From an optimization exercise on the open Yosys and OpenROAD flow, aimed at small area; shortcuts taken in it are not production practice. At most, simulation tests tie the RTL to the original design; equivalence was not proved. For run 5, only the layout was checked, not whether the RTL still works. No activity file was given, so power comes from the tool's default toggle rates.

===== flow/run.sh =====
#!/bin/bash
# synth_recipe.tcl (not shown) runs the flow's synth.tcl, then flattens the netlist and writes it again
# the make line also repeats each setting of config.mk as NAME=value (left out here)
make -C /OpenROAD-flow-scripts/flow DESIGN_CONFIG=/design/flow/config.mk WORK_HOME=/design/flow/orfs CLKGATE_MAP_FILE= SYNTH_SCRIPT=/design/flow/synth_recipe.tcl finish

===== flow/config.mk =====
export PLATFORM = sky130hd
export DESIGN_NAME = mips_core_top
export DESIGN_NICKNAME = mips_core_top
export VERILOG_FILES = /design/flow/design.v
export SDC_FILE = /design/flow/constraint.sdc
export NUM_CORES = 4
export LEC_CHECK = 0
export CAP_MARGIN = 10
export CORE_MARGIN = 2
export CORE_UTILIZATION = 55
export CTS_BUF_LIST = sky130_fd_sc_hd__clkbuf_8
export CTS_CLUSTER_SIZE = 30
export SLEW_MARGIN = 10
export SYNTH_HIERARCHICAL = 1

===== flow/constraint.sdc =====
create_clock -name core_clock -period 6.0 [get_ports {clk_i}]
set_input_delay 1.2000 -clock core_clock [delete_from_list [all_inputs] [get_ports {clk_i}]]
set_output_delay 1.2000 -clock core_clock [all_outputs]
set_load 0.01 [all_outputs]

===== flow/design.v =====
package cpu_pkg;
    localparam int DATA_W     = 32;
    localparam int INST_W     = 32;
    localparam int REG_ADDR_W = 5;
    localparam int REG_NUM    = 32;
    localparam int SHAMT_W    = 5;
    localparam int ALU_OP_W   = 4;
    localparam int WB_ADR_W   = 6;
    typedef logic [DATA_W-1:0]     data_t;
    typedef logic [INST_W-1:0]     inst_t;
    typedef logic [REG_ADDR_W-1:0] reg_addr_t;
    typedef logic [SHAMT_W-1:0]    shamt_t;
    typedef logic [ALU_OP_W-1:0]   alu_op_t;
    typedef logic [WB_ADR_W-1:0]   wb_adr_t;
    typedef enum logic {
        WB_IDLE,
        WB_ACK
    } wb_state_e;
    localparam logic [5:0] OP_SPECIAL = 6'b000000;
    localparam logic [5:0] OP_ADDI    = 6'b001000;
    localparam logic [5:0] OP_ADDIU   = 6'b001001;
    localparam logic [5:0] OP_SLTI    = 6'b001010;
    localparam logic [5:0] OP_SLTIU   = 6'b001011;
    localparam logic [5:0] OP_ANDI    = 6'b001100;
    localparam logic [5:0] OP_ORI     = 6'b001101;
    localparam logic [5:0] OP_XORI    = 6'b001110;
    localparam logic [5:0] OP_LUI     = 6'b001111;
    localparam logic [5:0] FN_SLL  = 6'b000000;
    localparam logic [5:0] FN_SRL  = 6'b000010;
    localparam logic [5:0] FN_SRA  = 6'b000011;
    localparam logic [5:0] FN_SLLV = 6'b000100;
    localparam logic [5:0] FN_SRLV = 6'b000110;
    localparam logic [5:0] FN_SRAV = 6'b000111;
    localparam logic [5:0] FN_ADD  = 6'b100000;
    localparam logic [5:0] FN_ADDU = 6'b100001;
    localparam logic [5:0] FN_SUB  = 6'b100010;
    localparam logic [5:0] FN_SUBU = 6'b100011;
    localparam logic [5:0] FN_AND  = 6'b100100;
    localparam logic [5:0] FN_OR   = 6'b100101;
    localparam logic [5:0] FN_XOR  = 6'b100110;
    localparam logic [5:0] FN_NOR  = 6'b100111;
    localparam logic [5:0] FN_SLT  = 6'b101010;
    localparam logic [5:0] FN_SLTU = 6'b101011;
    localparam alu_op_t ALU_NOP  = 4'd0;
    localparam alu_op_t ALU_OR   = 4'd1;
    localparam alu_op_t ALU_AND  = 4'd2;
    localparam alu_op_t ALU_XOR  = 4'd3;
    localparam alu_op_t ALU_NOR  = 4'd4;
    localparam alu_op_t ALU_SLL  = 4'd5;
    localparam alu_op_t ALU_SRL  = 4'd6;
    localparam alu_op_t ALU_SRA  = 4'd7;
    localparam alu_op_t ALU_ADD  = 4'd8;
    localparam alu_op_t ALU_SUB  = 4'd9;
    localparam alu_op_t ALU_SLT  = 4'd10;
    localparam alu_op_t ALU_SLTU = 4'd11;
    localparam data_t ZERO_WORD = '0;
    localparam wb_adr_t INST_ADR    = 6'd0;
    localparam int      REG_ADR_BIT = 5;         
endpackage
`timescale 1ns/100ps
module mips_core_top (
    input  logic        clk_i,
    input  logic        rst_n_i,
    input  logic        wb_cyc_i,
    input  logic        wb_stb_i,
    input  logic        wb_we_i,
    input  logic [5:0]  wb_adr_i,
    input  logic [31:0] wb_dat_i,
    output logic [31:0] wb_dat_o,
    output logic        wb_ack_o
);
    logic        ack_q;
    logic [31:1] vld_q;
    logic [31:0] regs [1:31];
    logic stb;
    assign stb      = wb_cyc_i & wb_stb_i;
    assign wb_ack_o = ack_q & stb;
    always_ff @(posedge clk_i) begin
        ack_q <= rst_n_i & stb & ~ack_q;
    end
    logic [5:0]  op;
    logic [5:0]  fn;
    logic [4:0]  rs;
    logic [4:0]  sa;
    assign op = wb_dat_i[31:26];
    assign rs = wb_dat_i[25:21];
    assign sa = wb_dat_i[10:6];
    assign fn = wb_dat_i[5:0];
    logic rtype;
    logic itype;
    logic fix_sh;
    logic var_sh;
    logic arith;
    logic valid;
    assign rtype  = (op == 6'b000000);
    assign itype  = (op[5:3] == 3'b001);
    assign fix_sh = (fn[5:2] == 4'b0000) && (fn[1:0] != 2'b01);
    assign var_sh = (fn[5:2] == 4'b0001) && (fn[1:0] != 2'b01);
    assign arith  = (fn[5:3] == 3'b100) || (fn[5:1] == 5'b10101);
    assign valid  = itype || (rtype && ((fix_sh && (rs == 5'd0)) || ((var_sh || arith) && (sa == 5'd0))));
    logic        rtype_q;
    logic [2:0]  f3_q;                          
    logic [4:0]  rt_q;
    logic [15:0] imm_q;                         
    logic        exe1_q;                        
    logic        exe2_q;                        
    logic [31:0] a_q;                           
    logic [31:0] res_q;                         
    logic [4:0]  wd;
    logic        fwd;
    logic [31:0] result;
    logic [31:0] alu_res;
    assign wd = rtype_q ? imm_q[15:11] : rt_q;
    logic [4:0]  raddr;
    logic        ren;
    logic [31:0] rdata;
    assign raddr = ack_q ? (wb_we_i ? rs : wb_adr_i[4:0]) : rt_q;
    assign ren   = !ack_q | wb_we_i | wb_adr_i[5];     
    assign fwd   = exe2_q && (wd != 5'd0) && (raddr == wd);
    logic [31:0]   rsel;
    logic [1023:0] rflat;
    always_comb begin
        rsel[0] = ren && fwd;
        rflat[31:0] = result;
        for (int i = 1; i < 32; i++) begin
            rsel[i] = ren && !fwd && vld_q[i] && (raddr == 5'(i));
            rflat[i*32 +: 32] = regs[i];
        end
    end
    rf_read u_rf_read (
        .sel_i  (rsel),
        .data_i (rflat),
        .data_o (rdata)
    );
    assign wb_dat_o = rdata;
    always_ff @(posedge clk_i) begin
        if (ack_q) begin
            rtype_q <= rtype;
            f3_q    <= rtype ? fn[2:0] : op[2:0];
            rt_q    <= wb_dat_i[20:16];
            imm_q   <= wb_dat_i[15:0];
        end
    end
    always_ff @(posedge clk_i) begin
        exe1_q <= rst_n_i && wb_ack_o && wb_we_i && (wb_adr_i == 6'd0) && valid;
        exe2_q <= rst_n_i && exe1_q;
        a_q    <= rdata;
        res_q  <= alu_res;
    end
    exec_alu u_alu (
        .rtype_i  (rtype_q),
        .f3_i     (f3_q),
        .imm_i    (imm_q),
        .a_i      (a_q),
        .b_i      (rdata),
        .result_o (alu_res)
    );
    assign result = res_q;
    always_ff @(posedge clk_i) begin
        for (int i = 1; i < 32; i++) begin
            if (exe2_q && (wd == 5'(i))) begin
                regs[i] <= result;
            end
        end
    end
    always_ff @(posedge clk_i) begin
        for (int i = 1; i < 32; i++) begin
            vld_q[i] <= rst_n_i && (vld_q[i] || (exe2_q && (wd == 5'(i))));
        end
    end
endmodule
module rf_read (
    input  logic [31:0]   sel_i,
    input  logic [1023:0] data_i,
    output logic [31:0]   data_o
);
    always_comb begin
        data_o = '0;
        for (int i = 0; i < 32; i++) begin
            data_o = data_o | ({32{sel_i[i]}} & data_i[i*32 +: 32]);
        end
    end
endmodule
module exec_alu (
    input  logic        rtype_i,
    input  logic [2:0]  f3_i,
    input  logic [15:0] imm_i,
    input  logic [31:0] a_i,
    input  logic [31:0] b_i,
    output logic [31:0] result_o
);
    logic        is_shift;
    logic        is_slt;
    logic        arith;
    logic        sub;
    assign is_shift = rtype_i && !imm_i[5];
    assign arith    = !f3_i[2];
    assign sub      = arith && f3_i[1];
    assign is_slt   = sub && (rtype_i ? imm_i[3] : 1'b1);
    logic [31:0] x;
    logic [31:0] y;
    assign x = a_i;
    always_comb begin
        if (rtype_i) begin
            y = b_i;
        end else if (!f3_i[2]) begin
            y = {{16{imm_i[15]}}, imm_i};
        end else if (f3_i[1:0] == 2'b11) begin
            y = {imm_i, 16'h0};
        end else begin
            y = {16'h0, imm_i};
        end
    end
    logic [3:0] tt;
    always_comb begin
        if (arith) begin
            tt = sub ? 4'b1001 : 4'b0110;           
        end else begin
            case (f3_i[1:0])
                2'b00:   tt = 4'b1000;              
                2'b01:   tt = 4'b1110;              
                2'b10:   tt = 4'b0110;              
                default: tt = rtype_i ? 4'b0001 : 4'b1010;    
            endcase
        end
    end
    logic [31:0] f;
    always_comb begin
        for (int k = 0; k < 32; k++) begin
            f[k] = tt[{x[k], y[k]}];
        end
    end
    logic [31:0] yb;
    logic [31:0] g0;
    logic [31:0] p0;
    assign yb = y ^ {32{sub}};
    assign g0 = x & yb;
    assign p0 = x ^ yb;
    logic [31:0] gl [6];
    logic [31:0] pl [6];
    always_comb begin
        gl[0] = g0;
        pl[0] = p0;
        for (int l = 0; l < 5; l++) begin
            for (int k = 0; k < 32; k++) begin
                if (k & (1 << l)) begin
                    gl[l+1][k] = gl[l][k] | (pl[l][k] & gl[l][(k | ((1 << l) - 1)) - (1 << l)]);
                    pl[l+1][k] = pl[l][k] & pl[l][(k | ((1 << l) - 1)) - (1 << l)];
                end else begin
                    gl[l+1][k] = gl[l][k];
                    pl[l+1][k] = pl[l][k];
                end
            end
        end
    end
    logic [32:0] c;
    always_comb begin
        c[0] = sub;
        for (int k = 0; k < 32; k++) begin
            c[k+1] = gl[5][k] | (pl[5][k] & sub);
        end
    end
    logic [31:0] t;
    assign t = f ^ (c[31:0] & {32{arith}});
    logic lt;
    assign lt = f3_i[0] ? !c[32] : ((x[31] != y[31]) ? x[31] : t[31]);
    logic [4:0]  shamt;
    logic        sh_left;
    logic [31:0] sh_in;
    logic [31:0] sh_r;
    logic [31:0] sh_res;
    logic        fill;
    assign shamt   = a_i[4:0] | imm_i[10:6];    
    assign sh_left = !imm_i[1];
    assign fill    = imm_i[0] & b_i[31];
    always_comb begin
        for (int i = 0; i < 32; i++) begin
            sh_in[i] = sh_left ? b_i[31-i] : b_i[i];
        end
    end
    assign sh_r = 32'({{32{fill}}, sh_in} >> shamt);
    always_comb begin
        for (int i = 0; i < 32; i++) begin
            sh_res[i] = sh_left ? sh_r[31-i] : sh_r[i];
        end
    end
    always_comb begin
        if (is_shift) begin
            result_o = sh_res;
        end else if (is_slt) begin
            result_o = {31'd0, lt};
        end else begin
            result_o = t;
        end
    end
endmodule

==> results.json, run 1 <==
{
  "status": "failed layout checks",
  "check.faults": "setup timing",
  "synth_edf_count": 1017,
  "rsz0062_at_grt": "yes",
  "final_nets": 3715,
  "io-pin-count": 76,
  "clkTransAtPathRegs_ps": 70,
  "p_leak_uw": 0.0201,
  "root_buffer": "clkbuf_8",
  "synth.distinct_cells": 79,
  "drtPass1Iterations": 6,
  "drc": 0,
  "pre_cts_ws_ps": -1660,
  "antenna_found_initial": 9,
  "yosysTopAreaCellShare_pct": 67.5,
  "hold_violations": 0,
  "skew_ps": 51.4,
  "end_kind": "output port",
  "grt_pass1_vias": 31500,
  "wl_mm": 165,
  "path_buf_inv": 5,
  "worst_pin_slew_ps": 1280,
  "synth.most_common_cell": "edfxtp_1",
  "drive_gt1_share_pct": 34.3,
  "rr_worst_depth": 28,
  "area_growth_pct": 27.2,
  "cp_cell_sequence": "clkdlybuf4s15_2 -> mux2i_4 -> a21oi_1 -> and2b_1 -> and2_1 -> nand3_1 -> nor2_4 -> buf_6 -> a22oi_1 -> nand4_1 -> or4_4 -> buf_4 -> buf_4 -> dlygate4sd2_1",
  "yosys_warnings": 12,
  "num_rows": 105,
  "synth_top_area_cell": "edfxtp_1",
  "fin_tns_setup_ps": -1120,
  "grt_first_pass_wirelength_mm": 229,
  "nFillCells": 5541,
  "detail_route.wl_per_cell_um": 34.0,
  "avgSynthCellArea_um2": 15.8,
  "seq_area_frac_synth_pct": 71.8,
  "min_period_ps": 6200,
  "cts_tree": "yes",
  "antenna_left": 0,
  "dr_wl_met3_mm": 19.1,
  "fin_ws_ps": -198,
  "ys_seq_elements": 1115,
  "maxCapViolCount": 0,
  "place_area_um2": 51200,
  "min_period_over_period_pct": 103,
  "synth_cells": 2867,
  "critPathRequiredTime_ps": 4800,
  "power_density_nw_per_um2": 259,
  "grt_start_max_net_pins": 46,
  "synthTopCellsByArea": "edfxtp_1 67%, a22oi_1 8.9%, dfxtp_1 4.3%",
  "vias_per_cell": 6.71,
  "wl_met2_mm": 74.9,
  "syn_nets": 2946,
  "coreArea_um2": 81700,
  "cts.htree.levels": 4,
  "path_max_fanout": 9,
  "grt.total_usage_pct": 38.4,
  "fin_area_um2": 57500,
  "ir_drop_mv": 0.221,
  "cts_buffers": 171,
  "cts_buffer_depth": 3,
  "cp_slowest_cell": "or4_4",
  "vias": 32600,
  "hold_class": "reg2reg",
  "p_total_uw": 14900,
  "synthTopCellsByCount": "1017 x edfxtp_1, 538 x a22oi_1, 144 x nor2_1",
  "port-buffer-count": 75,
  "place.detailed.hpwl_mm": 104,
  "start_util_pct": 55.4,
  "routedLengthMet1_mm": 61.0,
  "cp_top_family": "simple AND/OR/NAND/NOR gates",
  "die_w_um": 291,
  "ys.flop_type": "edfxtp_1",
  "synthesis.area_um2": 45200,
  "crit_top_cell": "buf_4",
  "finalSetupViolations": 12,
  "start_kind": "input pin",
  "clk-insertion-delay-late_ps": 860,
  "globalRouteOverflowTotal": 0,
  "gp_congestion": 0.995,
  "max_slew_margin_pct": 14.3,
  "path_class": "in2out",
  "routed.top_layer": "met5",
  "async_flop_share_pct": 0,
  "die-area_um2": 84600,
  "clock.fmax_mhz": 161,
  "clkSinkCount": 1115,
  "die_h_um": 291,
  "max_stage_delay_ps": 620,
  "report.final.slew_viol_count": 0,
  "path_depth": 14,
  "hold_depth": 1,
  "holdWs_ps": 456,
  "critPathArrivalTime_ps": 5000,
  "first_iter_violations": 4576
}
through the flow:
step / cells / utilization (%)
5_1_grt: 4857 / 70.4
4_1_cts: 4794 / 69.2
6_report: 4862 / 70.4
3_5_place_dp: 4366 / 62.7
3_3_place_gp: 4366 / 62.7
2_1_floorplan: 2867 / -
path summary, 6_finish.rpt:
path             endpoint    startpoint  slack (ps)
min reg2reg        exe2_q        exe1_q         460
max          wb_dat_o[27]  wb_dat_i[21]        -200
max reg2reg     res_q[26]       rtype_q        -140
min                exe2_q        exe1_q         460
kinds of logic after synthesis:
kind of cell / after synthesis / share of synthesized area, %
flops: 1115 / 71.8
compound gates: 809 / 12.9
simple gates: 516 / 5.88
buf+inv: 193 / 2.15
mux: 127 / 4.90
xor+xnor: 71 / 1.37
fa+ha+maj: 36 / 0.996
modules after synthesis, one instance, submodules excluded:
module         cells inside  cell area, µm²  flip-flops and latches
exec_alu                732            5900                       0
mips_core_top          1367           34000                    1115
rf_read                 768            5380                       0
flip-flops by register name (all words and copies together), names as in the netlist:
register,cells
regs,992
a_q,32
res_q,32
vld_q,31
imm_q,16
rt_q,5
f3_q,3
ack_q,1
exe1_q,1
exe2_q,1
rtype_q,1
routing by layer:
layer  vias to the layer above  global-route usage (%)
met5                         -                       0
met2                      2223                    58.4
met1                     16500                    50.4
li1                      13400                       -
met3                       466                    10.3
met4                         8                    21.6
cell type report:
class                   instances  area (µm²)  area share [%]
diodes                          9        22.5          0.0391
flip-flops and latches       1115       32500            56.5
well taps                    1070        1340            2.33
inverters                      19        71.3           0.124
clock buffers                 182        2500            4.35
repair buffers                753        6900            12.0
multi-input cells            1576       13500            23.5
clock inverters               138         704            1.22
report_power, final:
part | switching, µW | total, µW | internal [µW]
combinational | 301 | 472 | 171
sequential | 39.9 | 8520 | 8480
clock | 3040 | 5940 | 2890
total | 3380 | 14900 | 11500
cell usage in the layout (no fill, tap or decap), types with 16 or more instances in the layout:
cell / count
clkinv_2: 17
dfxtp_1: 95
a22oi_1: 445
a21o_1: 19
xnor2_1: 52
nand3_1: 19
ha_1: 36
clkbuf_8: 182
nor2_1: 81
clkdlybuf4s50_1: 32
buf_6: 67
a22oi_2: 93
o21ai_0: 33
clkinv_1: 29
edfxtp_1: 1017
nor2_4: 70
a21oi_2: 16
mux4_2: 68
inv_1: 98
nand2_1: 79
buf_4: 549
buf_12: 49
or4_4: 29
mux2i_1: 44
o22ai_1: 21
o21a_1: 33
a21oi_1: 54
nand4_1: 138
timing repair:
action,4_1_cts,5_1_grt
endpoints found under the setup margin,64,63
hold buffers,0,0
gates cloned,19,8
hold endpoints to repair,0,0
pin swaps,114,99
setup buffers,93,60
resized for setup,289,152
==> run 2, diff against run 1 <==
--- a/flow/design.v
+++ b/flow/design.v
@@ -105,25 +105,34 @@
     logic        exe1_q;                        
     logic        exe2_q;                        
-    logic [31:0] a_q;                           
-    logic [31:0] res_q;                         
+    logic [31:0] p_q;                           
+    logic [31:0] g_q;                           
+    logic [4:0]  amt_q;                         
     logic [4:0]  wd;
     logic        fwd;
     logic [31:0] result;
-    logic [31:0] alu_res;
     assign wd = rtype_q ? imm_q[15:11] : rt_q;
+    logic [31:0] immx;
+    always_comb begin
+        if (!f3_q[2]) begin
+            immx = {{16{imm_q[15]}}, imm_q};
+        end else if (f3_q[1:0] == 2'b11) begin
+            immx = {imm_q, 16'h0};
+        end else begin
+            immx = {16'h0, imm_q};
+        end
+    end
     logic [4:0]  raddr;
     logic        ren;
+    logic [31:0] rf_data;
     logic [31:0] rdata;
     assign raddr = ack_q ? (wb_we_i ? rs : wb_adr_i[4:0]) : rt_q;
     assign ren   = !ack_q | wb_we_i | wb_adr_i[5];     
-    assign fwd   = exe2_q && (wd != 5'd0) && (raddr == wd);
-    logic [31:0]   rsel;
-    logic [1023:0] rflat;
-    always_comb begin
-        rsel[0] = ren && fwd;
-        rflat[31:0] = result;
-        for (int i = 1; i < 32; i++) begin
-            rsel[i] = ren && !fwd && vld_q[i] && (raddr == 5'(i));
-            rflat[i*32 +: 32] = regs[i];
+    assign fwd   = ren && exe2_q && (wd != 5'd0) && (raddr == wd);
+    logic [31:1]  rsel;
+    logic [991:0] rflat;
+    always_comb begin
+        for (int i = 1; i < 32; i++) begin
+            rsel[i] = ren && vld_q[i] && (raddr == 5'(i));
+            rflat[(i-1)*32 +: 32] = regs[i];
         end
     end
@@ -131,6 +140,7 @@
         .sel_i  (rsel),
         .data_i (rflat),
-        .data_o (rdata)
+        .data_o (rf_data)
     );
+    assign rdata = fwd ? result : rf_data;
     assign wb_dat_o = rdata;
     always_ff @(posedge clk_i) begin
@@ -145,16 +155,29 @@
         exe1_q <= rst_n_i && wb_ack_o && wb_we_i && (wb_adr_i == 6'd0) && valid;
         exe2_q <= rst_n_i && exe1_q;
-        a_q    <= rdata;
-        res_q  <= alu_res;
-    end
+        p_q    <= exe1_q ? (xm ^ yb) : rdata;
+        g_q    <= xm & yb;
+        amt_q  <= p_q[4:0] | imm_q[10:6];      
+    end
+    logic        is_shift;
+    logic        add_sub;
+    logic        sub;
+    logic [31:0] xm;
+    logic [31:0] y;
+    logic [31:0] yb;
+    assign is_shift = rtype_q && !imm_q[5];
+    assign add_sub  = !f3_q[2] && !is_shift;
+    assign sub      = add_sub && f3_q[1];
+    assign xm       = (is_shift || (!rtype_q && (f3_q == 3'b111))) ? 32'd0 : p_q;
+    assign y        = rtype_q ? rdata : immx;
+    assign yb       = y ^ {32{sub}};
     exec_alu u_alu (
         .rtype_i  (rtype_q),
         .f3_i     (f3_q),
         .imm_i    (imm_q),
-        .a_i      (a_q),
-        .b_i      (rdata),
-        .result_o (alu_res)
+        .amt_i    (amt_q),
+        .p_i      (p_q),
+        .g_i      (g_q),
+        .result_o (result)
     );
-    assign result = res_q;
     always_ff @(posedge clk_i) begin
         for (int i = 1; i < 32; i++) begin
@@ -171,12 +194,12 @@
 endmodule
 module rf_read (
-    input  logic [31:0]   sel_i,
-    input  logic [1023:0] data_i,
-    output logic [31:0]   data_o
+    input  logic [31:1]  sel_i,
+    input  logic [991:0] data_i,
+    output logic [31:0]  data_o
 );
     always_comb begin
         data_o = '0;
-        for (int i = 0; i < 32; i++) begin
-            data_o = data_o | ({32{sel_i[i]}} & data_i[i*32 +: 32]);
+        for (int i = 1; i < 32; i++) begin
+            data_o = data_o | ({32{sel_i[i]}} & data_i[(i-1)*32 +: 32]);
         end
     end
@@ -186,6 +209,7 @@
     input  logic [2:0]  f3_i,
     input  logic [15:0] imm_i,
-    input  logic [31:0] a_i,
-    input  logic [31:0] b_i,
+    input  logic [4:0]  amt_i,
+    input  logic [31:0] p_i,
+    input  logic [31:0] g_i,
     output logic [31:0] result_o
 );
@@ -198,48 +222,9 @@
     assign sub      = arith && f3_i[1];
     assign is_slt   = sub && (rtype_i ? imm_i[3] : 1'b1);
-    logic [31:0] x;
-    logic [31:0] y;
-    assign x = a_i;
-    always_comb begin
-        if (rtype_i) begin
-            y = b_i;
-        end else if (!f3_i[2]) begin
-            y = {{16{imm_i[15]}}, imm_i};
-        end else if (f3_i[1:0] == 2'b11) begin
-            y = {imm_i, 16'h0};
-        end else begin
-            y = {16'h0, imm_i};
-        end
-    end
-    logic [3:0] tt;
-    always_comb begin
-        if (arith) begin
-            tt = sub ? 4'b1001 : 4'b0110;           
-        end else begin
-            case (f3_i[1:0])
-                2'b00:   tt = 4'b1000;              
-                2'b01:   tt = 4'b1110;              
-                2'b10:   tt = 4'b0110;              
-                default: tt = rtype_i ? 4'b0001 : 4'b1010;    
-            endcase
-        end
-    end
-    logic [31:0] f;
-    always_comb begin
-        for (int k = 0; k < 32; k++) begin
-            f[k] = tt[{x[k], y[k]}];
-        end
-    end
-    logic [31:0] yb;
-    logic [31:0] g0;
-    logic [31:0] p0;
-    assign yb = y ^ {32{sub}};
-    assign g0 = x & yb;
-    assign p0 = x ^ yb;
     logic [31:0] gl [6];
     logic [31:0] pl [6];
     always_comb begin
-        gl[0] = g0;
-        pl[0] = p0;
+        gl[0] = g_i;
+        pl[0] = p_i;
         for (int l = 0; l < 5; l++) begin
             for (int k = 0; k < 32; k++) begin
@@ -261,9 +246,15 @@
         end
     end
+    logic use_p;
+    logic use_g;
+    logic use_n;
+    assign use_p = arith || (f3_i[1:0] == 2'b01) || (f3_i[1:0] == 2'b10) || ((f3_i[1:0] == 2'b11) && !rtype_i);
+    assign use_g = !arith && !f3_i[1];
+    assign use_n = !arith && (f3_i[1:0] == 2'b11) && rtype_i;
     logic [31:0] t;
-    assign t = f ^ (c[31:0] & {32{arith}});
+    assign t = (({32{use_p}} & p_i) | ({32{use_g}} & g_i) | ({32{use_n}} & ~(p_i | g_i)))
+             ^ (c[31:0] & {32{arith}});
     logic lt;
-    assign lt = f3_i[0] ? !c[32] : ((x[31] != y[31]) ? x[31] : t[31]);
-    logic [4:0]  shamt;
+    assign lt = f3_i[0] ? !c[32] : (p_i[31] ? t[31] : g_i[31]);
     logic        sh_left;
     logic [31:0] sh_in;
@@ -271,13 +262,12 @@
     logic [31:0] sh_res;
     logic        fill;
-    assign shamt   = a_i[4:0] | imm_i[10:6];    
     assign sh_left = !imm_i[1];
-    assign fill    = imm_i[0] & b_i[31];
+    assign fill    = imm_i[0] & p_i[31];
     always_comb begin
         for (int i = 0; i < 32; i++) begin
-            sh_in[i] = sh_left ? b_i[31-i] : b_i[i];
-        end
-    end
-    assign sh_r = 32'({{32{fill}}, sh_in} >> shamt);
+            sh_in[i] = sh_left ? p_i[31-i] : p_i[i];
+        end
+    end
+    assign sh_r = 32'({{32{fill}}, sh_in} >> amt_i);
     always_comb begin
         for (int i = 0; i < 32; i++) begin
--- a/flow/config.mk
+++ b/flow/config.mk
@@ -6,9 +6,10 @@
 export NUM_CORES = 4
 export LEC_CHECK = 0
-export CAP_MARGIN = 10
+export CAP_MARGIN = 20
 export CORE_MARGIN = 2
 export CORE_UTILIZATION = 55
-export CTS_BUF_LIST = sky130_fd_sc_hd__clkbuf_8
+export CTS_BUF_LIST = sky130_fd_sc_hd__clkbuf_16
+export CTS_CLUSTER_DIAMETER = 100
 export CTS_CLUSTER_SIZE = 30
-export SLEW_MARGIN = 10
+export SLEW_MARGIN = 20
 export SYNTH_HIERARCHICAL = 1
==> run 2 against run 1 <==
The layout still fails its checks (setup timing); worst setup slack gained 62 ps; register-to-register slack better by 1400 ps; hold slack better by 17 ps; die area up 2.5%; core utilization down 7.8 points; final cell count decreased by 11%; synthesized cell count rose by 4.9%; final area decreased by 9.1%; global-route usage decreased by 5.5 points; critical path type unchanged; largest power group unchanged; highest routed layer unchanged.
==> results.json, run 2 <==
{
  "area_growth_pct": 12.7,
  "die-area_um2": 86700,
  "final_common_cell": "edfxtp_1",
  "wl_mm": 145,
  "max_slew_margin_pct": 23.0,
  "report.final.slew_viol_count": 0,
  "avgSynthCellArea_um2": 15.4,
  "vias": 29900,
  "cts_tree": "yes",
  "yosysTopAreaCellShare_pct": 65.8,
  "coreArea_um2": 83600,
  "min_period_over_period_pct": 102,
  "io-pin-count": 76,
  "critPathRequiredTime_ps": 4800,
  "path_max_fanout": 14,
  "cts_buffers": 44,
  "synth.distinct_cells": 83,
  "clock.fmax_mhz": 163,
  "critPathArrivalTime_ps": 4940,
  "power_density_nw_per_um2": 236,
  "clkTransAtPathRegs_ps": 110,
  "grt_start_max_net_pins": 60,
  "grt.total_usage_pct": 32.9,
  "start_kind": "input pin",
  "check.faults": "setup timing",
  "place.detailed.hpwl_mm": 95.1,
  "postCtsHoldBufs": 0,
  "port-buffer-count": 75,
  "start_util_pct": 55.5,
  "rsz0062_at_grt": "yes",
  "globalRouteOverflowTotal": 0,
  "clk-insertion-delay-late_ps": 660,
  "antenna_found_initial": 3,
  "grt_pass1_vias": 28200,
  "maxCapViolCount": 0,
  "die_h_um": 294,
  "cts.htree.levels": 2,
  "drtPass1Iterations": 6,
  "root_buffer": "clkbuf_16",
  "p_total_uw": 12300,
  "rr_worst_depth": 15,
  "finalSetupViolations": 1,
  "path_class": "in2out",
  "drc": 0,
  "end_kind": "output port",
  "syn_nets": 3083,
  "hold_class": "reg2reg",
  "synthesis.area_um2": 46400,
  "synthTopCellsByArea": "edfxtp_1 66%, a22oi_1 6.5%, dfxtp_1 4.4%",
  "worst_pin_slew_ps": 1150,
  "antenna_left": 0,
  "cts_buffer_depth": 3,
  "first_iter_violations": 4211,
  "synth_cells": 3008,
  "final_cell_mix": "1017 x edfxtp_1, 386 x a22oi_1, 231 x buf_4, 99 x dfxtp_1, 93 x nor2_1",
  "ir_drop_mv": 0.236,
  "synth.most_common_cell": "edfxtp_1",
  "top_regs": "regs x992, g_q x32, p_q x32",
  "min_period_ps": 6140,
  "p_leak_uw": 0.0168,
  "synth_edf_count": 1017,
  "skew_ps": 53.3,
  "status": "failed layout checks",
  "hold_violations": 0,
  "top_register": "regs",
  "grt_first_pass_wirelength_mm": 203,
  "hold_depth": 1,
  "largest_reg_flops": 992,
  "die_w_um": 294,
  "drive_gt1_share_pct": 19.8,
  "seq_area_frac_synth_pct": 70.2,
  "ys.flop_type": "edfxtp_1",
  "async_flop_share_pct": 0,
  "yosys_warnings": 12,
  "final_nets": 3285,
  "clkSinkCount": 1120,
  "num_rows": 106,
  "synth_top_area_cell": "edfxtp_1",
  "fin_ws_ps": -136,
  "synthTopCellsByCount": "1017 x edfxtp_1, 399 x a22oi_1, 142 x clkbuf_1",
  "pre_cts_ws_ps": -433,
  "vias_per_cell": 6.93,
  "gp_congestion": 0.946,
  "ys_seq_elements": 1120,
  "detail_route.wl_per_cell_um": 33.7
}
run 2: kinds of logic (layout without fill, tap and decap cells):
logic type                 count (synthesis)  count (layout)  synth area share [%]
other                                      0               2                     0
and+or+nand+nor                          566             566                  6.33
muxes                                    176             176                  5.29
adders and majority gates                 32              32                 0.863
DFF                                     1120            1120                  70.2
buffers and inverters                    228             454                  2.50
AOI/OAI and AO/OA                        825             825                  13.6
xor gates and xnor gates                  61              61                  1.15
run 2: metrics by stage:
step	hold slack (ps)	area, µm²	util, %	cells	setup TNS (ps)
finish	472	52300	62.6	4316	-136
global route	492	52300	62.6	4314	-417
CTS	470	51900	62.1	4296	-778
detailed placement	445	50500	60.4	4225	-6970
global placement	438	50500	60.4	4225	-6780
floorplan	427	46400	-	3008	0
run 2: cell type report:
cell class | instances | area [µm²]
antenna | 2 | 5.00
clock buffer | 44 | 1100
clock inverter | 26 | 183
fill | 6154 | 31300
inverter | 17 | 63.8
multi-input combinational | 1660 | 13400
sequential | 1120 | 32600
tap | 1080 | 1350
timing repair buffer | 367 | 3620
run 2: worst paths after layout:
kind	start	slack [ps]	to
max reg2reg	amt_q[0]	1260	p_q[26]
max	wb_we_i	-140	wb_dat_o[4]
min reg2reg	vld_q[12]	470	vld_q[12]
min	vld_q[12]	470	vld_q[12]
run 2: modules after synthesis, one instance, submodules excluded:
module         cells inside  cell area [µm²]  flip-flops and latches  times used
mips_core_top          1607            36200                    1120           1
exec_alu                668             4830                       0           1
rf_read                 733             5340                       0           1
run 2: repair_timing:
action                                  in CTS  in global routing
gates cloned                                 0                  4
gates resized for setup                     69                 83
endpoints found under the setup margin      32                 31
buffers inserted                             1                 14
pin swaps                                   14                 43
run 2: worst max-delay path, stage by stage:
cell,delay [ps]
clkdlybuf4s50_1,470
buf_6,180
mux2i_4,280
a21o_1,250
nor2_4,100
and3_4,200
buf_12,170
buf_12,140
a222oi_1,780
nand3_1,130
or4_1,560
mux2_4,320
clkbuf_2,140
run 2: power by group:
| part | internal (µW) | switching, µW |
|---|---|---|
| Clock | 1380 | 2320 |
| Combinational | 90.8 | 137 |
| Sequential | 8390 | 17.8 |
| Total | 9870 | 2470 |
run 2: routing by layer:
metal  up-vias  track usage, %  routed length [µm]
met4         2            10.9                5490
met2      1491            52.7               68200
met1     15500            47.2               59600
met3       207            3.91               12000
met5         -               0                  13
li1      12700               -                   -
==> run 3, diff against run 2 <==
--- a/flow/config.mk
+++ b/flow/config.mk
@@ -9,7 +9,7 @@
 export CORE_MARGIN = 2
 export CORE_UTILIZATION = 55
-export CTS_BUF_LIST = sky130_fd_sc_hd__clkbuf_16
-export CTS_CLUSTER_DIAMETER = 100
-export CTS_CLUSTER_SIZE = 30
+export CTS_BUF_LIST = sky130_fd_sc_hd__clkbuf_8 sky130_fd_sc_hd__clkbuf_16
+export CTS_CLUSTER_DIAMETER = 80
+export CTS_CLUSTER_SIZE = 20
 export SLEW_MARGIN = 20
 export SYNTH_HIERARCHICAL = 1
==> run 3 against run 2 <==
Still fails the layout checks on setup timing; wire length rose by 1.0%; count of clock-buffer cells in the layout increased by 26; synthesized cell count is the same; clock power rose by 25%; core utilization increased by 0.75 points; register-to-register slack got worse by 60 ps; first-iteration DRC count decreased by 2.6%; power is 7.6% higher; sequential power about the same; critical endpoint unchanged; largest cell class unchanged; largest power group unchanged.
==> results.json, run 3 <==
{
  "clk-insertion-delay-late_ps": 650,
  "crit_top_cell": "buf_12",
  "min_period_ps": 6060,
  "grt_pass1_vias": 28500,
  "wl_met2_mm": 68.9,
  "fin_area_um2": 52900,
  "p_leak_uw": 0.0171,
  "path_class": "in2out",
  "antenna_found_initial": 4,
  "detail_route.wl_per_cell_um": 33.9,
  "place.detailed.hpwl_mm": 95.1,
  "end_kind": "output port",
  "io-pin-count": 76,
  "grt.total_usage_pct": 33.2,
  "avgSynthCellArea_um2": 15.4,
  "grt_start_max_net_pins": 60,
  "skew_ps": 32.4,
  "ir_drop_mv": 0.256,
  "place_area_um2": 50500,
  "holdWs_ps": 463,
  "final_nets": 3300,
  "synthTopCellsByCount": "1017 x edfxtp_1, 399 x a22oi_1, 142 x clkbuf_1",
  "start_util_pct": 55.5,
  "drc": 0,
  "ys_seq_elements": 1120,
  "cts_buffers": 67,
  "synth_top_area_cell": "edfxtp_1",
  "yosysTopAreaCellShare_pct": 65.8,
  "num_rows": 106,
  "finalSetupViolations": 1,
  "drtPass1Iterations": 6,
  "globalRouteOverflowTotal": 0,
  "rsz0062_at_grt": "yes",
  "report.final.slew_viol_count": 0,
  "synthTopCellsByArea": "edfxtp_1 66%, a22oi_1 6.5%, dfxtp_1 4.4%",
  "num_antenna_cells": 0,
  "status": "failed layout checks",
  "dr_wl_met3_mm": 13.6,
  "register_area_um2": 32600,
  "synthesis.area_um2": 46400,
  "path_max_fanout": 14,
  "critPathArrivalTime_ps": 4860,
  "vias": 30000,
  "seq_area_frac_synth_pct": 70.2,
  "final_cell_mix": "1017 x edfxtp_1, 384 x a22oi_1, 222 x buf_4, 99 x dfxtp_1, 95 x nor2_1",
  "routed.top_layer": "met5",
  "fin_ws_ps": -62.6,
  "maxCapViolCount": 0,
  "synth.distinct_cells": 83,
  "vias_per_cell": 6.91,
  "cp_slowest_cell": "a222oi_1",
  "power_density_nw_per_um2": 251,
  "yosys_warnings": 12,
  "utilization_pct": 63.3,
  "hold_class": "reg2reg",
  "cts.htree.levels": 3,
  "postCtsHoldBufs": 0,
  "min_period_over_period_pct": 101,
  "syn_nets": 3083,
  "area_growth_pct": 14.0,
  "check.faults": "setup timing",
  "port-buffer-count": 75,
  "hold_violations": 0,
  "antenna_left": 0,
  "synth.most_common_cell": "edfxtp_1",
  "routedLengthMet1_mm": 58.6,
  "coreArea_um2": 83600,
  "die_w_um": 294,
  "clock.fmax_mhz": 165,
  "synth_cells": 3008,
  "final_common_cell": "edfxtp_1",
  "die-area_um2": 86700,
  "cp_cell_sequence": "clkdlybuf4s50_1 -> buf_6 -> mux2i_4 -> a21o_1 -> nor2_4 -> and3_4 -> buf_12 -> buf_12 -> a222oi_1 -> nand3_1 -> or4_1 -> mux2_4 -> clkbuf_2",
  "ys.flop_type": "edfxtp_1",
  "first_iter_violations": 4101,
  "wl_mm": 147,
  "cts_tree": "yes",
  "gp_congestion": 0.946,
  "die_h_um": 294,
  "max_stage_delay_ps": 760,
  "start_kind": "input pin",
  "largest_reg_flops": 992,
  "multi_input_area_um2": 13400,
  "top_regs": "regs x992, g_q x32, p_q x32",
  "root_buffer": "clkbuf_16",
  "drive_gt1_share_pct": 20.2,
  "synth_edf_count": 1017,
  "worst_pin_slew_ps": 1140,
  "clkTransAtPathRegs_ps": 70,
  "pre_cts_ws_ps": -433,
  "clkSinkCount": 1120,
  "max_slew_margin_pct": 24.0,
  "grt_first_pass_wirelength_mm": 205,
  "critPathRequiredTime_ps": 4800,
  "cts_buffer_depth": 3,
  "async_flop_share_pct": 0,
  "nFillCells": 6085,
  "fin_tns_setup_ps": -62.6,
  "top_register": "regs"
}
[run 3: cell counts after synthesis]
No cell type changed its count.
[run 3: stage by stage]
stage | power (µW) | std cells
after global placement | 8800 | 4225
after detailed placement | 8800 | 4225
after CTS | 13300 | 4326
final | 13300 | 4335
after global routing | 13600 | 4335
after floorplan | 8700 | 3008
[run 3: worst paths after layout]
path	from	to	slack (ps)	cells after the start
hold / removal	vld_q[1]	vld_q[1]	460	1
setup reg to reg	amt_q[0]	p_q[26]	1200	15
setup / recovery	wb_we_i	wb_dat_o[4]	-60	13
hold reg to reg	vld_q[1]	vld_q[1]	460	1
[run 3: area by class of cell]
cell class | instances | share of cell area [%]
clock buffer | 70 | 3.29
clock inverter | 29 | 0.397
inverter | 17 | 0.121
multi-input combinational | 1660 | 25.3
sequential | 1120 | 61.6
tap | 1080 | 2.55
timing repair buffer | 359 | 6.77
[run 3: what timing repair did]
action / CTS / global route
gates cloned: 0 / 5
endpoints found under the hold margin: 0 / 0
setup buffers: 2 / 4
pin swaps: 14 / 33
setup endpoints to repair: 32 / 31
gates resized for setup: 76 / 59
[run 3: critical path, delay by kind of cell]
family | cells | cell delay, ps
AO/OA/AOI/OAI | 2 | 980
buffers and inverters | 5 | 1090
AND/OR/NAND/NOR | 4 | 970
multiplexers | 2 | 600
[run 3: logic make-up (layout without fill, tap and decap cells)]
group	after synthesis	after routing	share of synthesized area (%)
flip-flops	1120	1120	70.2
XOR/XNOR	61	61	1.15
buffers and inverters	228	475	2.50
AO/OA/AOI/OAI	825	825	13.6
AND/OR/NAND/NOR	566	566	6.33
multiplexers	176	176	5.29
adder cells (fa/ha/maj)	32	32	0.863
[run 3: modules after synthesis, one instance, submodules excluded]
module	cells	copies in the design
rf_read	733	1
exec_alu	668	1
mips_core_top	1607	1
[run 3: per-layer routing]
metal  up-vias  GRT usage, %
met5         -             0
met4         2          11.6
met3       222          4.49
met2      1584          53.1
met1     15500          47.3
li1      12700             -
[run 3: power by group]
group	leakage, µW	total (µW)	switching, µW	internal, µW
clock network	0.00102	4640	2480	2160
logic	0.00691	227	136	90.8
registers	0.00916	8410	17.9	8390
==> run 4, diff against run 3 <==
--- a/flow/config.mk
+++ b/flow/config.mk
@@ -12,4 +12,5 @@
 export CTS_CLUSTER_DIAMETER = 80
 export CTS_CLUSTER_SIZE = 20
+export SETUP_SLACK_MARGIN = 0.2
 export SLEW_MARGIN = 20
 export SYNTH_HIERARCHICAL = 1
==> run 4 against run 3 <==
The run now finishes clean; maximum frequency grew 6.5%; first-iteration DRC count decreased by 4.4%; combinational power is 5% higher; sequential share of layout area is 0.16 points lower; non-clock buffer count grew 7; global-route usage grew 0.43 points; wire length fell by 0.54%; die area did not move; via count up 0.16%; final cell count up 0.18%; register-to-register slack improved by 190 ps; critical path depth is 3 higher; critical path type unchanged; critical endpoint is now wb_dat_o[23]; largest cell class unchanged; highest routed layer is now met4.
==> results.json, run 4 <==
{
  "status": "timing/DRC/antenna clean",
  "cts.htree.levels": 3,
  "path_class": "in2out",
  "wl_mm": 146,
  "grt_first_pass_wirelength_mm": 207,
  "globalRouteOverflowTotal": 0,
  "first_iter_violations": 3921,
  "hold_class": "reg2reg",
  "rsz0062_at_grt": "no",
  "cp_slowest_cell": "or4_1",
  "hold_violations": 0,
  "area_growth_pct": 14.3,
  "power_density_nw_per_um2": 251,
  "path_max_fanout": 7,
  "p_total_uw": 13300,
  "finalSetupViolations": 0,
  "synth.distinct_cells": 83,
  "r2r_end": "p_q[4]",
  "end_kind": "output port",
  "cts_buffers": 67,
  "ir_drop_mv": 0.257,
  "start_util_pct": 55.5,
  "synth_top_area_cell": "edfxtp_1",
  "cts_buffer_depth": 3,
  "grt.total_usage_pct": 33.7,
  "hold_depth": 1,
  "synth-simple-area-share_pct": 6.33,
  "report.final.slew_viol_count": 0,
  "critPathArrivalTime_ps": 4490,
  "avgSynthCellArea_um2": 15.4,
  "synthXorXnorAreaFrac_pct": 1.15,
  "die_h_um": 294,
  "die-area_um2": 86700,
  "min_period_over_period_pct": 94.8,
  "largest_reg_flops": 992,
  "final_nets": 3307,
  "num_rows": 106,
  "path_buf_inv": 7,
  "detail_route.wl_per_cell_um": 33.6,
  "grt_start_max_net_pins": 60,
  "skew_ps": 35.3,
  "worst_pin_slew_ps": 1130,
  "clkTransAtPathRegs_ps": 80,
  "syn_nets": 3083,
  "antenna_found_initial": 1,
  "nFillCells": 6090,
  "vias": 30000,
  "ys_seq_elements": 1120,
  "yosysTopAreaCellShare_pct": 65.8,
  "yosys_warnings": 12,
  "coreArea_um2": 83600,
  "drtPass1Iterations": 6,
  "cts_tree": "yes",
  "critPathRequiredTime_ps": 4800,
  "vias_per_cell": 6.91,
  "drive_gt1_share_pct": 20.2,
  "final_common_cell": "edfxtp_1",
  "yosys.area_share.adder_pct": 0.863,
  "hold_start": "vld_q[1]",
  "drc": 0,
  "synth_compound_area_share_pct": 13.6,
  "cp_top_family": "simple AND/OR/NAND/NOR gates",
  "top_register": "regs",
  "final_cell_mix": "1017 x edfxtp_1, 388 x a22oi_1, 223 x buf_4, 99 x dfxtp_1, 91 x nor2_1",
  "clkSinkCount": 1120,
  "synth_cells": 3008,
  "clk-insertion-delay-late_ps": 650,
  "min_period_ps": 5690,
  "cp_cell_sequence": "clkbuf_2 -> buf_6 -> mux2i_4 -> buf_6 -> a21o_1 -> nand2_2 -> nor2_4 -> and3_4 -> buf_12 -> buf_12 -> buf_4 -> a222oi_1 -> nand3_1 -> or4_1 -> mux2_2 -> dlygate4sd2_1",
  "rr_worst_depth": 16,
  "start_kind": "input pin",
  "ys.flop_type": "edfxtp_1",
  "regToRegStartpoint": "ack_q",
  "gp_congestion": 0.946,
  "port-buffer-count": 75,
  "p_leak_uw": 0.0173,
  "synth.most_common_cell": "edfxtp_1",
  "root_buffer": "clkbuf_16",
  "seq_area_frac_synth_pct": 70.2,
  "hold_end": "vld_q[1]",
  "top_regs": "regs x992, g_q x32, p_q x32",
  "synthTopCellsByCount": "1017 x edfxtp_1, 399 x a22oi_1, 142 x clkbuf_1",
  "synthesis.area_um2": 46400,
  "async_flop_share_pct": 0,
  "synth_top_family_by_area": "compound AO/OA/AOI/OAI gates",
  "regToRegSetupSlack_ps": 1390,
  "max_stage_delay_ps": 560,
  "synth_edf_count": 1017,
  "maxCapViolCount": 0,
  "utilization_pct": 63.5,
  "synth_mux_area_share_pct": 5.29,
  "max_slew_margin_pct": 24.8,
  "place.detailed.hpwl_mm": 95.1,
  "clock.fmax_mhz": 176,
  "synthTopCellsByArea": "edfxtp_1 66%, a22oi_1 6.5%, dfxtp_1 4.4%",
  "io-pin-count": 76,
  "grt_pass1_vias": 28600,
  "antenna_left": 0,
  "die_w_um": 294
}
## run 4: through the flow
step | instance area [µm²] | TNS (ps) | worst slack (ps) | hold slack (ps) | std cells
3_3_place_gp | 50500 | -6780 | -438 | 438 | 4225
5_1_grt | 53100 | 0 | 189 | 484 | 4342
3_5_place_dp | 50500 | -6970 | -433 | 445 | 4225
6_report | 53100 | 0 | 310 | 463 | 4343
2_1_floorplan | 46400 | 0 | 1030 | 427 | 3008
4_1_cts | 52900 | 0 | 208 | 464 | 4334
## run 4: cell type report
cell class                      count  area, µm²  area share, %
Clock inverter                     29        210          0.396
Clock buffer                       70       1740           3.28
Sequential cell                  1120      32600           61.5
Antenna cell                        1       2.50        0.00472
Timing Repair Buffer              366       3730           7.03
Multi-Input combinational cell   1660      13400           25.2
Inverter                           17       63.8          0.120
Tap cell                         1080       1350           2.55
## run 4: modules after synthesis, one instance, submodules excluded
module	copies in the design	flops+latches
exec_alu	1	0
mips_core_top	1	1120
rf_read	1	0
## run 4: where the power goes
group	switching, µW	internal, µW	total (µW)
combinational	142	96.3	238
clock	2500	2160	4650
sequential	18.1	8390	8410
## run 4: kinds of logic (layout without fill, tap and decap cells)
family	count (synthesis)	after routing
adder cells (fa/ha/maj)	32	32
AND/OR/NAND/NOR	566	566
AO/OA/AOI/OAI	825	825
other	0	1
multiplexers	176	176
flip-flops	1120	1120
buffers and inverters	228	482
XOR/XNOR	61	61
## run 4: worst max path at each step
stage | depth (start not counted) | end | from | slack [ps]
CTS | 13 | wb_dat_o[4] | wb_dat_i[25] | 210
detailed placement | 13 | wb_dat_o[4] | wb_we_i | -430
finish | 16 | wb_dat_o[23] | wb_we_i | 310
global placement | 13 | wb_dat_o[4] | wb_we_i | -440
floorplan | 10 | wb_dat_o[31] | f3_q[2] | 1030
global route | 15 | wb_dat_o[4] | wb_we_i | 190
## run 4: repair_timing
| action | CTS | global route |
|---|---|---|
| gates cloned | 3 | 0 |
| setup buffers | 7 | 8 |
| resized for setup | 117 | 23 |
| endpoints found under the setup margin | 32 | 25 |
| hold endpoints to repair | 0 | 0 |
| hold buffers | 0 | 0 |
| pin swaps | 24 | 9 |
## run 4: layer usage
layer	wire, µm	vias to the layer above	track usage (%)
met5	0	-	0
met3	13000	219	4.69
met2	68400	1591	53.5
li1	-	12700	-
met1	59100	15500	48.0
met4	5420	0	11.7
==> run 5, diff against run 4 <==
--- a/flow/design.v
+++ b/flow/design.v
@@ -126,5 +126,5 @@
     logic [31:0] rf_data;
     logic [31:0] rdata;
-    assign raddr = ack_q ? (wb_we_i ? rs : wb_adr_i[4:0]) : rt_q;
+    assign raddr = ack_q ? (wb_adr_i[4:0] | (rs & {5{!wb_adr_i[5]}})) : rt_q;
     assign ren   = !ack_q | wb_we_i | wb_adr_i[5];     
     assign fwd   = ren && exe2_q && (wd != 5'd0) && (raddr == wd);
--- a/flow/config.mk
+++ b/flow/config.mk
@@ -12,5 +12,4 @@
 export CTS_CLUSTER_DIAMETER = 80
 export CTS_CLUSTER_SIZE = 20
-export SETUP_SLACK_MARGIN = 0.2
 export SLEW_MARGIN = 20
 export SYNTH_HIERARCHICAL = 1
==> run 5 against run 4 <==
Still clean; clock power rose by 2%; count of clock-buffer cells in the layout did not move; synthesized cell count rose by 3.4%; sequential power barely moved; flip-flop and latch count did not move; clock skew rose by 26 ps; critical endpoint is now wb_dat_o[16].
==> results.json, run 5 <==
{
  "fin_area_um2": 53600,
  "cts.htree.levels": 3,
  "cp_slowest_cell": "or4_4",
  "die_h_um": 296,
  "maxCapViolCount": 0,
  "min_period_ps": 5940,
  "synthTopCellsByArea": "edfxtp_1 65%, a22oi_1 6.2%, dfxtp_1 4.4%",
  "grt_first_pass_wirelength_mm": 213,
  "antenna_found_initial": 3,
  "critPathArrivalTime_ps": 4740,
  "syn_nets": 3186,
  "gp_congestion": 0.969,
  "report.final.slew_viol_count": 0,
  "async_flop_share_pct": 0,
  "top_register": "regs",
  "area_growth_pct": 14.0,
  "final_nets": 3392,
  "die_w_um": 296,
  "seq_area_frac_synth_pct": 69.4,
  "synth_edf_count": 1017,
  "regToRegSetupSlack_ps": 1200,
  "path_buf_inv": 5,
  "cts_buffers": 67,
  "cp_top_family": "simple AND/OR/NAND/NOR gates",
  "p_leak_uw": 0.0174,
  "critPathRequiredTime_ps": 4800,
  "avgSynthCellArea_um2": 15.1,
  "rsz0062_at_grt": "yes",
  "min_period_over_period_pct": 99.0,
  "final_cell_mix": "1017 x edfxtp_1, 372 x a22oi_1, 242 x buf_4, 108 x a21oi_1, 99 x dfxtp_1",
  "power_density_nw_per_um2": 250,
  "vias_per_cell": 6.86,
  "finalSetupViolations": 0,
  "vias": 31000,
  "cp_cell_sequence": "clkdlybuf4s50_1 -> nand2b_4 -> o22ai_4 -> nand2b_4 -> buf_4 -> nor3_1 -> and3_1 -> buf_12 -> buf_4 -> a22oi_2 -> nand4_1 -> or4_4 -> mux2_4 -> dlygate4sd2_1",
  "path_max_fanout": 23,
  "detail_route.wl_per_cell_um": 33.2,
  "ys_seq_elements": 1120,
  "synth.most_common_cell": "edfxtp_1",
  "port-buffer-count": 75,
  "grt_pass1_vias": 29700,
  "first_iter_violations": 4347,
  "drc": 0,
  "synthTopCellsByCount": "1017 x edfxtp_1, 389 x a22oi_1, 157 x clkbuf_1",
  "fin_tns_setup_ps": 0,
  "yosysTopAreaCellShare_pct": 65.0,
  "die-area_um2": 87800,
  "final_common_cell": "edfxtp_1",
  "skew_ps": 61.8,
  "clk-insertion-delay-late_ps": 660,
  "status": "timing/DRC/antenna clean",
  "path_class": "in2out",
  "place_area_um2": 51100,
  "clock.fmax_mhz": 168,
  "synth_cells": 3111,
  "nFillCells": 6293,
  "place.detailed.hpwl_mm": 99.6,
  "start_util_pct": 55.4,
  "hold_violations": 0,
  "antenna_left": 0,
  "multi_input_area_um2": 13900,
  "hold_class": "reg2reg",
  "top_regs": "regs x992, g_q x32, p_q x32",
  "wl_mm": 150,
  "start_kind": "input pin",
  "cts_tree": "yes",
  "largest_reg_flops": 992,
  "drive_gt1_share_pct": 20.0,
  "synthesis.area_um2": 47000,
  "coreArea_um2": 84900,
  "cts_buffer_depth": 3,
  "io-pin-count": 76,
  "max_stage_delay_ps": 650,
  "max_slew_margin_pct": 27.3,
  "register_area_um2": 32600,
  "num_rows": 107,
  "grt.total_usage_pct": 34.1,
  "clkSinkCount": 1120,
  "ys.flop_type": "edfxtp_1",
  "clkTransAtPathRegs_ps": 80,
  "yosys_warnings": 12,
  "end_kind": "output port",
  "globalRouteOverflowTotal": 0,
  "root_buffer": "clkbuf_16",
  "worst_pin_slew_ps": 1090,
  "ir_drop_mv": 0.241,
  "synth.distinct_cells": 81,
  "synth_top_area_cell": "edfxtp_1",
  "utilization_pct": 63.1,
  "drtPass1Iterations": 6,
  "grt_start_max_net_pins": 81
}
-- run 5: logic make-up (layout without fill, tap and decap cells) --
logic type	after synthesis	after routing	share of synthesized area [%]
AO/OA/AOI/OAI	867	867	14.0
XOR/XNOR	46	46	0.857
adder cells (fa/ha/maj)	32	32	0.852
buffers and inverters	246	502	2.63
flip-flops	1120	1120	69.4
multiplexers	167	167	5.06
other	0	4	0
AND/OR/NAND/NOR	633	633	7.25
-- run 5: repair_timing --
item	4_1_cts	5_1_grt
hold buffers	0	0
setup buffers	2	0
endpoints found under the setup margin	32	20
resized for setup	95	29
pin swaps	37	15
gates cloned	0	0
-- run 5: worst paths after layout --
path                            cells after the start   startpoint           end
worst max register to register                     14     amt_q[0]        p_q[3]
worst max-delay path                               14  wb_adr_i[4]  wb_dat_o[16]
worst min register to register                      1    vld_q[15]     vld_q[15]
worst min-delay path                                1    vld_q[15]     vld_q[15]
-- run 5: worst register-to-register path: stages, from the launching register on --
cell and delay, ps:
dfxtp_2 810, buf_4 330, mux4_1 660, mux2i_1 230
mux2i_1 130, mux2_2 270, a21oi_1 330, nand2_1 90
o311ai_0 240, o21ai_2 170, buf_4 310, a311oi_1 420
xnor2_1 170, ha_1 260, mux2_2 270
-- run 5: layout make-up --
type                       instances  area share (%)
antenna                            4          0.0187
clock buffer                      70            3.25
clock inverter                    49           0.589
inverter                          19           0.133
multi-input combinational       1745            26.0
sequential                      1120            60.9
tap                             1144            2.67
timing repair buffer             364            6.45
-- run 5: stage by stage --
step | instances | total power, µW | worst slack [ps] | hold slack [ps]
final | 4515 | 13400 | 59.7 | 462
after global routing | 4512 | 13700 | -12.6 | 479
after CTS | 4511 | 13400 | 25.6 | 463
after detailed placement | 4390 | 8820 | -701 | 445
after global placement | 4388 | 8820 | -670 | 438
after floorplan | 3111 | 8700 | 992 | 427
-- run 5: report_power, final --
group	internal, µW	switching, µW
Combinational	91.9	152
Sequential	8390	17.7
Clock	2190	2530
Total	10700	2700
-- run 5: layer usage --
layer,part of all wire (%),up-vias,global-route usage [%],wire length (µm)
met5,0,-,0,0
met4,4.4,0,13.4,6560
met3,9.6,229,5.18,14300
met2,46,1726,53.0,68500
met1,40,15900,48.9,60500
li1,-,13100,-,-
-- run 5: modules after synthesis (local to each module, per instance) --
| module | flops+latches | copies in the design |
|---|---|---|
| exec_alu | 0 | 1 |
| mips_core_top | 1120 | 1 |
| rf_read | 0 | 1 |
==> run 6, diff against run 5 <==
--- a/flow/design.v
+++ b/flow/design.v
@@ -126,5 +126,5 @@
     logic [31:0] rf_data;
     logic [31:0] rdata;
-    assign raddr = ack_q ? (wb_adr_i[4:0] | (rs & {5{!wb_adr_i[5]}})) : rt_q;
+    assign raddr = ack_q ? (wb_we_i ? rs : wb_adr_i[4:0]) : rt_q;
     assign ren   = !ack_q | wb_we_i | wb_adr_i[5];     
     assign fwd   = ren && exe2_q && (wd != 5'd0) && (raddr == wd);
--- a/flow/config.mk
+++ b/flow/config.mk
@@ -8,8 +8,9 @@
 export CAP_MARGIN = 20
 export CORE_MARGIN = 2
-export CORE_UTILIZATION = 55
+export CORE_UTILIZATION = 65
 export CTS_BUF_LIST = sky130_fd_sc_hd__clkbuf_8 sky130_fd_sc_hd__clkbuf_16
-export CTS_CLUSTER_DIAMETER = 80
-export CTS_CLUSTER_SIZE = 20
+export CTS_CLUSTER_DIAMETER = 90
+export CTS_CLUSTER_SIZE = 25
+export SETUP_SLACK_MARGIN = 0.2
 export SLEW_MARGIN = 20
 export SYNTH_HIERARCHICAL = 1
==> run 6 against run 5 <==
Register-to-register slack worse by 30 ps; sequential power about the same; non-clock buffer count down 21; wire length down 7.0%; final cell count down 7.7%; first-iteration DRC count up 9.6%; synthesized cell count down 3.3%; largest cell class unchanged; largest power group unchanged.
==> results.json, run 6 <==
{
  "clkSinkCount": 1120,
  "max_stage_delay_ps": 560,
  "final_nets": 3269,
  "synth.most_common_cell": "edfxtp_1",
  "synth.distinct_cells": 83,
  "detail_route.wl_per_cell_um": 33.5,
  "path_class": "in2out",
  "clock.fmax_mhz": 173,
  "num_rows": 97,
  "holdWs_ps": 472,
  "antenna_found_initial": 4,
  "synthesis.area_um2": 46400,
  "drive_gt1_share_pct": 19.6,
  "cp_slowest_cell": "or4_4",
  "die-area_um2": 73500,
  "yosysTopAreaCellShare_pct": 65.8,
  "ys_seq_elements": 1120,
  "synthTopCellsByArea": "edfxtp_1 66%, a22oi_1 6.5%, dfxtp_1 4.4%",
  "critPathArrivalTime_ps": 4580,
  "critPathRequiredTime_ps": 4800,
  "async_flop_share_pct": 0,
  "power_density_nw_per_um2": 243,
  "min_period_over_period_pct": 96.3,
  "final_common_cell": "edfxtp_1",
  "place_area_um2": 50100,
  "drc": 0,
  "grt_first_pass_wirelength_mm": 200,
  "skew_ps": 83.4,
  "worst_pin_slew_ps": 1100,
  "start_util_pct": 65.9,
  "cts.htree.levels": 2,
  "dr_wl_met3_mm": 16.8,
  "cp_top_family": "buffers and inverters",
  "cts_buffer_depth": 3,
  "routed.top_layer": "met5",
  "final_cells": 4166,
  "seq_area_frac_synth_pct": 70.2,
  "synth_cells": 3008,
  "gp_congestion": 0.972,
  "clk-insertion-delay-late_ps": 680,
  "p_leak_uw": 0.0168,
  "status": "timing/DRC/antenna clean",
  "ys.flop_type": "edfxtp_1",
  "wl_mm": 139,
  "pre_cts_ws_ps": -277,
  "syn_nets": 3083,
  "area_growth_pct": 12.3,
  "grt.total_usage_pct": 37.6,
  "min_period_ps": 5780,
  "root_buffer": "clkbuf_16",
  "hold_violations": 0,
  "cts_tree": "yes",
  "grt_pass1_vias": 28900,
  "synth_edf_count": 1017,
  "crit_top_cell": "buf_4",
  "maxCapViolCount": 0,
  "die_w_um": 271,
  "grt_start_max_net_pins": 48,
  "report.final.slew_viol_count": 0,
  "max_slew_margin_pct": 26.8,
  "coreArea_um2": 70400,
  "port-buffer-count": 75,
  "dp_cells": 4070,
  "yosys_warnings": 12,
  "final_cell_mix": "1017 x edfxtp_1, 380 x a22oi_1, 214 x buf_4, 99 x dfxtp_1, 90 x nor2_1",
  "cp_cell_sequence": "clkdlybuf4s50_1 -> mux2i_4 -> buf_4 -> a21o_1 -> nand2_2 -> nor2_2 -> and3_4 -> buf_4 -> clkbuf_16 -> a222oi_1 -> nand3_1 -> or4_4 -> mux2_4 -> dlygate4sd2_1",
  "die_h_um": 271,
  "largest_reg_flops": 992,
  "globalRouteOverflowTotal": 0,
  "io-pin-count": 76,
  "end_kind": "output port",
  "cts_buffers": 52,
  "synth_top_area_cell": "edfxtp_1",
  "wl_met2_mm": 63.5,
  "path_max_fanout": 8,
  "utilization_pct": 74.0,
  "vias": 30400,
  "start_kind": "input pin",
  "top_register": "regs",
  "path_buf_inv": 5,
  "clkTransAtPathRegs_ps": 100,
  "place.detailed.hpwl_mm": 91.5,
  "ir_drop_mv": 0.324,
  "antenna_left": 0,
  "finalSetupViolations": 0,
  "avgSynthCellArea_um2": 15.4,
  "rsz0062_at_grt": "no",
  "hold_class": "reg2reg",
  "vias_per_cell": 7.30,
  "fin_ws_ps": 224,
  "fin_area_um2": 52100,
  "top_regs": "regs x992, g_q x32, p_q x32",
  "drtPass1Iterations": 7,
  "first_iter_violations": 4766,
  "routedLengthMet1_mm": 51.1,
  "synthTopCellsByCount": "1017 x edfxtp_1, 399 x a22oi_1, 142 x clkbuf_1"
}
==> run 6: cell count changes after synthesis, sizes merged, moves of 10 or more <==
cell and delta:
a21oi -24, a221oi +10, a22oi +10, a311oi -16
a41oi -14, and2 -16, clkbuf -14, nand2b -10
nand3 -16, nand4b -26, nor2 +15, o2111ai -13
xnor2 +11
==> run 6: kinds of logic (layout without fill, tap and decap cells) <==
kind of cell               count (synthesis)  after routing  synth area share (%)
adders and majority gates                 32             32                 0.863
and+or+nand+nor                          566            566                  6.33
other                                      0              2                     0
AOI/OAI and AO/OA                        825            825                  13.6
buffers and inverters                    228            444                  2.50
muxes                                    176            176                  5.29
xor gates and xnor gates                  61             61                  1.15
DFF                                     1120           1120                  70.2
==> run 6: worst paths after layout <==
| check | depth (start not counted) | to | start | slack, ps |
|---|---|---|---|---|
| setup reg to reg | 13 | p_q[27] | amt_q[0] | 1170 |
| hold / removal | 1 | vld_q[21] | vld_q[21] | 470 |
| setup / recovery | 14 | wb_dat_o[23] | wb_dat_i[21] | 220 |
| hold reg to reg | 1 | vld_q[21] | vld_q[21] | 470 |
==> run 6: report_power, final <==
group	total, µW	internal [µW]	switching (µW)
sequential	8410	8390	17.1
clock	4000	1650	2350
combinational	238	94.1	143
total	12700	10100	2510
==> run 6: per-stage QoR <==
stage | power [µW] | setup TNS (ps)
after floorplan | 8700 | 0
after global placement | 8800 | -3130
after detailed placement | 8800 | -3940
after CTS | 12600 | 0
after global routing | 12900 | 0
final | 12700 | 0
==> run 6: Yosys stat by module, one instance, submodules excluded <==
module	flops+latches	times used	area, µm²
exec_alu	0	1	4830
mips_core_top	1120	1	36200
rf_read	0	1	5340
==> run 6: metal layers <==
metal | vias up | track usage [%]
li1 | 12600 | -
met1 | 15200 | 52.8
met2 | 2240 | 57.8
met3 | 344 | 6.80
met4 | 2 | 18.3
met5 | - | 0
==> run 6: layout make-up <==
type | count | area, µm²
sequential | 1120 | 32600
tap | 940 | 1180
antenna | 2 | 5.00
clock buffer | 52 | 1300
inverter | 17 | 63.8
timing repair buffer | 343 | 3330
multi-input combinational | 1660 | 13400
fill | 4293 | 18300
clock inverter | 32 | 236
==> run 6: what timing repair did <==
action | CTS | global route
endpoints found under the setup margin | 32 | 32
pin swaps | 35 | 20
setup buffers | 5 | 3
gates resized for setup | 104 | 33
cloned | 0 | 1
hold buffers | 0 | 0

==> re-timing with driven ports <==
No port has a modelled driver above. Below, the same layouts with a new extraction and two added sets of constraints. Step 1 (the two cells are an assumption about what drives the block):
set clk [get_ports {clk_i}]
set_driving_cell -lib_cell sky130_fd_sc_hd__clkbuf_16 $clk
set_driving_cell -lib_cell sky130_fd_sc_hd__buf_2 [delete_from_list [all_inputs] $clk]
Step 2 times the ports against the registers' clock, not the clock port: input delays grow and output delays shrink by t, the midpoint of the rising clock arrivals with the driver on. a / b / c = ideal / step 1 / step 2; a / b = the first two.
run | t (ns) | slack for setup (ns) | latest minus earliest clock arrival (ns)
run 1 | 0.899 | -0.198 / -0.256 / -1.067 | 0.060 / 0.060
run 2 | 0.702 | -0.136 / -0.159 / -0.159 | 0.054 / 0.053
run 3 | 0.707 | -0.063 / -0.085 / -0.085 | 0.034 / 0.034
run 4 | 0.711 | 0.310 / 0.288 / 0.288 | 0.035 / 0.036
run 5 | 0.704 | 0.060 / 0.034 / 0.034 | 0.062 / 0.062
run 6 | 0.704 | 0.224 / 0.198 / 0.198 | 0.084 / 0.084
For run 1, which loses most, drivers alone change the setup slack by -0.058 ns; drivers and shift together by -0.869 ns.
